Source: an optimization exercise on an open RTL-to-GDS flow (aim: small area, a short achievable clock period and few clock cycles per item). Production flows keep margins and buffers that such runs may drop. RTL that was checked went through simulation tests only; none was proved equivalent to the original. Power is estimated from default activity; no workload was simulated.

## run 1
==> module bk_add, before the edit <==
module bk_add #(parameter int W = 32) (
  input  logic [W-1:0] a, b,
  input  logic         ci,
  output logic [W-1:0] s,
  output logic         co
);
  localparam int L = $clog2(W);
  logic [W-1:0] p0, g0;
  logic [W-1:0] gg [0:2*L];
  logic [W-1:0] pp [0:2*L];
  assign p0 = a ^ b;
  assign g0 = a & b;
  always_comb begin
    logic [W-1:0] g, p;
    g = g0; p = p0;
    g[0] = g0[0] | (p0[0] & ci);
    for (int l = 0; l < L; l++) begin
      for (int i = 0; i < W; i++) begin
        if (((i + 1) % (2 << l)) == 0) begin
          g[i] = g[i] | (p[i] & g[i - (1 << l)]);
          p[i] = p[i] & p[i - (1 << l)];
        end
      end
    end
    for (int l = L - 2; l >= 0; l--) begin
      for (int i = 0; i < W; i++) begin
        if (((i + 1) % (2 << l)) == (1 << l) && i >= (2 << l)) begin
          g[i] = g[i] | (p[i] & g[i - (1 << l)]);
          p[i] = p[i] & p[i - (1 << l)];
        end
      end
    end
    s  = p0 ^ {g[W-2:0], ci};
    co = g[W-1];
  end
endmodule
==> module irrigation_pump_controller, before the edit <==
module irrigation_pump_controller (
  input  logic                           clk,
  input  logic                           rst,
  input  logic                           s_axis_tvalid,
  output logic                           s_axis_tready,
  input  logic [ipc_pkg::IN_DATA_W-1:0]  s_axis_tdata,
  input  logic                           s_axis_tuser,
  output logic                           m_axis_tvalid,
  input  logic                           m_axis_tready,
  output logic [ipc_pkg::OUT_DATA_W-1:0] m_axis_tdata,
  input  logic                           cfg_valid,
  output logic                           cfg_ready,
  input  logic [ipc_pkg::CFG_IDX_W-1:0]  cfg_index,
  input  logic [ipc_pkg::CFG_DATA_W-1:0] cfg_data
);
  ipc_pkg::ipc_cfg_t cfg;
  assign cfg_ready = 1'b1;
  ipc_regs u_regs (
    .clk      (clk),
    .rst      (rst),
    .wr_en    (cfg_valid),
    .wr_index (cfg_index),
    .wr_data  (cfg_data),
    .cfg      (cfg)
  );
  logic        timer_active;
  logic [15:0] elapsed;
  logic        e_sat;       
  logic        motor;
  logic        resting;
  logic        pending;
  logic        limit;
  logic [31:0] secs;        
  logic        secs_ovf;    
  logic [31:0] water;       
  logic        water_ovf;   
  logic        out_valid;
  logic        busy;        
  logic        clr;         
  logic [2:0]  bit_i;       
  logic        f_bit;       
  logic        held;        
  logic accept;
  assign s_axis_tready = !busy && (!out_valid || m_axis_tready);
  assign accept        = s_axis_tvalid && s_axis_tready;
  logic is_tick, is_manual, is_auto, need;
  assign is_tick   = !s_axis_tuser;
  assign is_manual = s_axis_tuser && s_axis_tdata[23];
  assign is_auto   = s_axis_tuser && !s_axis_tdata[23];
  assign need = (s_axis_tdata[7:0] > cfg.temp_threshold) ||
                (s_axis_tdata[15:8] < cfg.humidity_threshold) ||
                (s_axis_tdata[22:16] < cfg.moisture_threshold);
  logic [15:0] e_inc;
  logic        gt_min, gt_max, ge_rest;
  assign e_inc   = e_sat ? elapsed : elapsed + 16'd1;
  logic [15:0] lim_a;
  logic        cmp_a;
  assign lim_a   = motor ? cfg.min_run_seconds : cfg.rest_seconds;
  assign cmp_a   = (e_inc > lim_a) || (!motor && e_inc == lim_a);
  assign gt_min  = cmp_a;
  assign gt_max  = e_inc > cfg.max_run_seconds;
  assign ge_rest = cmp_a;
  logic pend_eff, limit_eff, keep_run, start, run_end;
  assign pend_eff  = !timer_active || pending;
  assign limit_eff = timer_active && limit;
  assign keep_run  = motor && pend_eff;
  assign start     = !resting && !keep_run && need && !limit_eff;
  assign run_end   = !resting && !keep_run && !(need && !limit_eff) && motor;
  logic restart;    
  assign restart = accept && is_auto && start && !motor && timer_active;
  logic flow_wr;
  assign flow_wr = cfg_valid && (cfg_index == 3'd6);
  logic [15:0] secs_add;
  logic [32:0] secs_sum;
  assign secs_add = clr ? elapsed : {15'd0, !e_sat};
  bk_add #(32) u_secs_add (.a(secs), .b({16'd0, secs_add}), .ci(1'b0),
                           .s(secs_sum[31:0]), .co(secs_sum[32]));
  logic [31:0] w_a;
  logic [31:0] w_b;
  logic [32:0] w_sum;
  logic [2:0]  bit_n;
  assign w_a   = busy ? {water[30:0], 1'b0} : water;
  assign w_b   = busy ? (f_bit ? secs : 32'd0) : {24'd0, cfg.flow_per_second};
  bk_add #(32) u_water_add (.a(w_a), .b(w_b), .ci(1'b0),
                            .s(w_sum[31:0]), .co(w_sum[32]));
  assign bit_n = bit_i - 3'd1;
  always_ff @(posedge clk) begin
    if (rst) begin
      timer_active <= 1'b0;
      elapsed      <= '0;
      e_sat        <= 1'b0;
      motor        <= 1'b0;
      resting      <= 1'b0;
      pending      <= 1'b1;
      limit        <= 1'b0;
      secs         <= '0;
      secs_ovf     <= 1'b0;
      water        <= '0;
      water_ovf    <= 1'b0;
      out_valid    <= 1'b0;
      busy         <= 1'b0;
      clr          <= 1'b0;
      bit_i        <= '0;
      f_bit        <= 1'b0;
      held         <= 1'b0;
    end else begin
      if (m_axis_tready) out_valid <= 1'b0;
      if (clr) begin
        clr       <= 1'b0;
        water     <= '0;
        water_ovf <= 1'b0;
        bit_i     <= 3'd7;
        f_bit     <= cfg.flow_per_second[7];
        if (held) begin
          secs     <= secs_sum[31:0];
          secs_ovf <= secs_ovf || secs_sum[32];
        end
      end else if (busy) begin
        water     <= w_sum[31:0];
        water_ovf <= water_ovf || w_sum[32] || water[31] || (f_bit && secs_ovf);
        bit_i     <= bit_n;
        f_bit     <= cfg.flow_per_second[bit_n];
        if (bit_i == 3'd0) begin
          busy      <= 1'b0;
          out_valid <= held;
          held      <= 1'b0;
        end
      end
      if (flow_wr) begin
        busy <= 1'b1;
        clr  <= 1'b1;
      end
      if (accept) begin
        out_valid <= !restart;
        if (restart) begin
          held <= 1'b1;
          busy <= 1'b1;
          clr  <= 1'b1;
        end
        if (is_tick) begin
          if (timer_active) begin
            elapsed <= e_inc;
            e_sat   <= &elapsed[15:1];
            if (motor) begin
              secs     <= secs_sum[31:0];
              secs_ovf <= secs_ovf || secs_sum[32];
              if (!e_sat) begin
                water     <= w_sum[31:0];
                water_ovf <= water_ovf || w_sum[32];
              end
              if (gt_min) pending <= 1'b0;
              if (gt_max) limit <= 1'b1;
            end else if (ge_rest) begin
              timer_active <= 1'b0;
              elapsed      <= '0;
              e_sat        <= 1'b0;
              resting      <= 1'b0;
            end
          end
        end else if (is_manual) begin
          if (motor) begin
            elapsed      <= '0;
            e_sat        <= 1'b0;
            timer_active <= 1'b0;
          end
          resting <= 1'b0;
          motor   <= 1'b0;
        end else begin
          pending <= pend_eff;
          limit   <= limit_eff;
          if (start) begin
            motor        <= 1'b1;
            timer_active <= 1'b1;
          end
          if (run_end) begin
            motor   <= 1'b0;
            elapsed <= '0;
            e_sat   <= 1'b0;
            resting <= 1'b1;
          end
        end
      end
    end
  end
  assign m_axis_tvalid = out_valid;
  assign m_axis_tdata  = {6'd0, water | {32{water_ovf}}, resting, motor};
endmodule
clock: 7.5 ns
lec_check: 0
cap_margin: 20
core_margin: 2
core_utilization: 40
setup_slack_margin: 4.0
slew_margin: 20
standard.sh (not shown) runs the stock make flow with config.mk's settings and CLKGATE_MAP_FILE= SYNTH_SCRIPT=/design/flow/synth_recipe.tcl, a recipe that flattens the netlist after the stock synthesis.
==> flow/flow/run.sh <==
#!/bin/bash
# Own layout flow: the standard synthesis and layout, with two layout choices changed:
# the port buffers are the smallest buffer (every port still gets one), and clock tree
# synthesis inserts no dummy loads. Each tool's output goes to a log of its own.
set -euo pipefail
bash standard.sh synth > synth.log 2>&1
export BUFFER_PORTS_ARGS="-buffer_cell sky130_fd_sc_hd__buf_1"
export CTS_ARGS="-sink_clustering_enable -repair_clock_nets -dont_use_dummy_load"
bash standard.sh > layout.log 2>&1
Input changes introduced in run 2 (baseline for comparison: run 1):
--- a/flow/design.v
+++ b/flow/design.v
@@ -99,19 +99,18 @@
     if (we[ipc_pkg::REG_MAX_RUN])   cfg.max_run_seconds    <= v_mx;
     if (we[ipc_pkg::REG_REST])      cfg.rest_seconds       <= v_rs;
     if (we[ipc_pkg::REG_FLOW])      cfg.flow_per_second    <= v_f[ipc_pkg::FLOW_W-1:0];
   end
 endmodule
 `timescale 1ns / 1ps
-module bk_add #(parameter int W = 32) (
+module bk_add #(parameter int W = 32, parameter int L = 5) (
   input  logic [W-1:0] a, b,
   input  logic         ci,
   output logic [W-1:0] s,
   output logic         co
 );
-  localparam int L = $clog2(W);
   logic [W-1:0] p0, g0;
   logic [W-1:0] gg [0:2*L];
   logic [W-1:0] pp [0:2*L];
   assign p0 = a ^ b;
   assign g0 = a & b;
   always_comb begin
@@ -191,19 +190,15 @@
   assign need = (s_axis_tdata[7:0] > cfg.temp_threshold) ||
                 (s_axis_tdata[15:8] < cfg.humidity_threshold) ||
                 (s_axis_tdata[22:16] < cfg.moisture_threshold);
   logic [15:0] e_inc;
   logic        gt_min, gt_max, ge_rest;
   assign e_inc   = e_sat ? elapsed : elapsed + 16'd1;
-  logic [15:0] lim_a;
-  logic        cmp_a;
-  assign lim_a   = motor ? cfg.min_run_seconds : cfg.rest_seconds;
-  assign cmp_a   = (e_inc > lim_a) || (!motor && e_inc == lim_a);
-  assign gt_min  = cmp_a;
+  assign gt_min  = e_inc > cfg.min_run_seconds;
   assign gt_max  = e_inc > cfg.max_run_seconds;
-  assign ge_rest = cmp_a;
+  assign ge_rest = e_inc >= cfg.rest_seconds;
   logic pend_eff, limit_eff, keep_run, start, run_end;
   assign pend_eff  = !timer_active || pending;
   assign limit_eff = timer_active && limit;
   assign keep_run  = motor && pend_eff;
   assign start     = !resting && !keep_run && need && !limit_eff;
   assign run_end   = !resting && !keep_run && !(need && !limit_eff) && motor;
Results
Looking at global-route usage over all layers, run 2 sits 0.83 points below run 1.
NOTE design area run 1->run 2 increased slightly
First-pass GRT wire length of run 2 exceeds that of run 1 by a few percent.
Re number of distinct library cell variants in the gate-level netlist after synthesis: run 1 was lower than run 2.
Looking at run 1 and run 2, the power is a wash.
Vias: run 2 above run 1
Core utilization of the finished layout delta for run 2 relative to run 1: 1.8 points lower
Testbench counts of run 2, summed over its fixed seeds: cycles 20,316, items 20,000.
Only the layout flow was run in run 1; the RTL was not checked for function there.

[port drivers added, routing unchanged]
Ports are ideal in the flow. The routed layouts listed here were re-timed in OpenROAD. Step 1 (the two cells are an assumption about what drives the block):
set clk [get_ports {clk}]
set_driving_cell -lib_cell sky130_fd_sc_hd__clkbuf_16 $clk
set_driving_cell -lib_cell sky130_fd_sc_hd__buf_2 [delete_from_list [all_inputs] $clk]
Step 2 moves the port delays by t, midway between the first and last clock arrival at a register: inputs arrive t later, outputs are due t later. That takes back most of the time a late clock gives input paths. a / b / c = ideal ports / drivers / drivers and shift; a / b = the first two.
run	t, ns	slack for setup (ns)	worst hold slack (ns)	cell pins on the clock port's net
run 1	0.480	3.877 / 3.877 / 3.670	0.471 / 0.471 / 0.471	1
run 2	0.470	4.020 / 4.020 / 3.781	0.484 / 0.484 / 0.484	1
After both steps setup and hold are still met in every run listed. The setup slack of run 2, which loses most, moves by 0.000 ns with the drivers and by -0.239 ns with both steps.
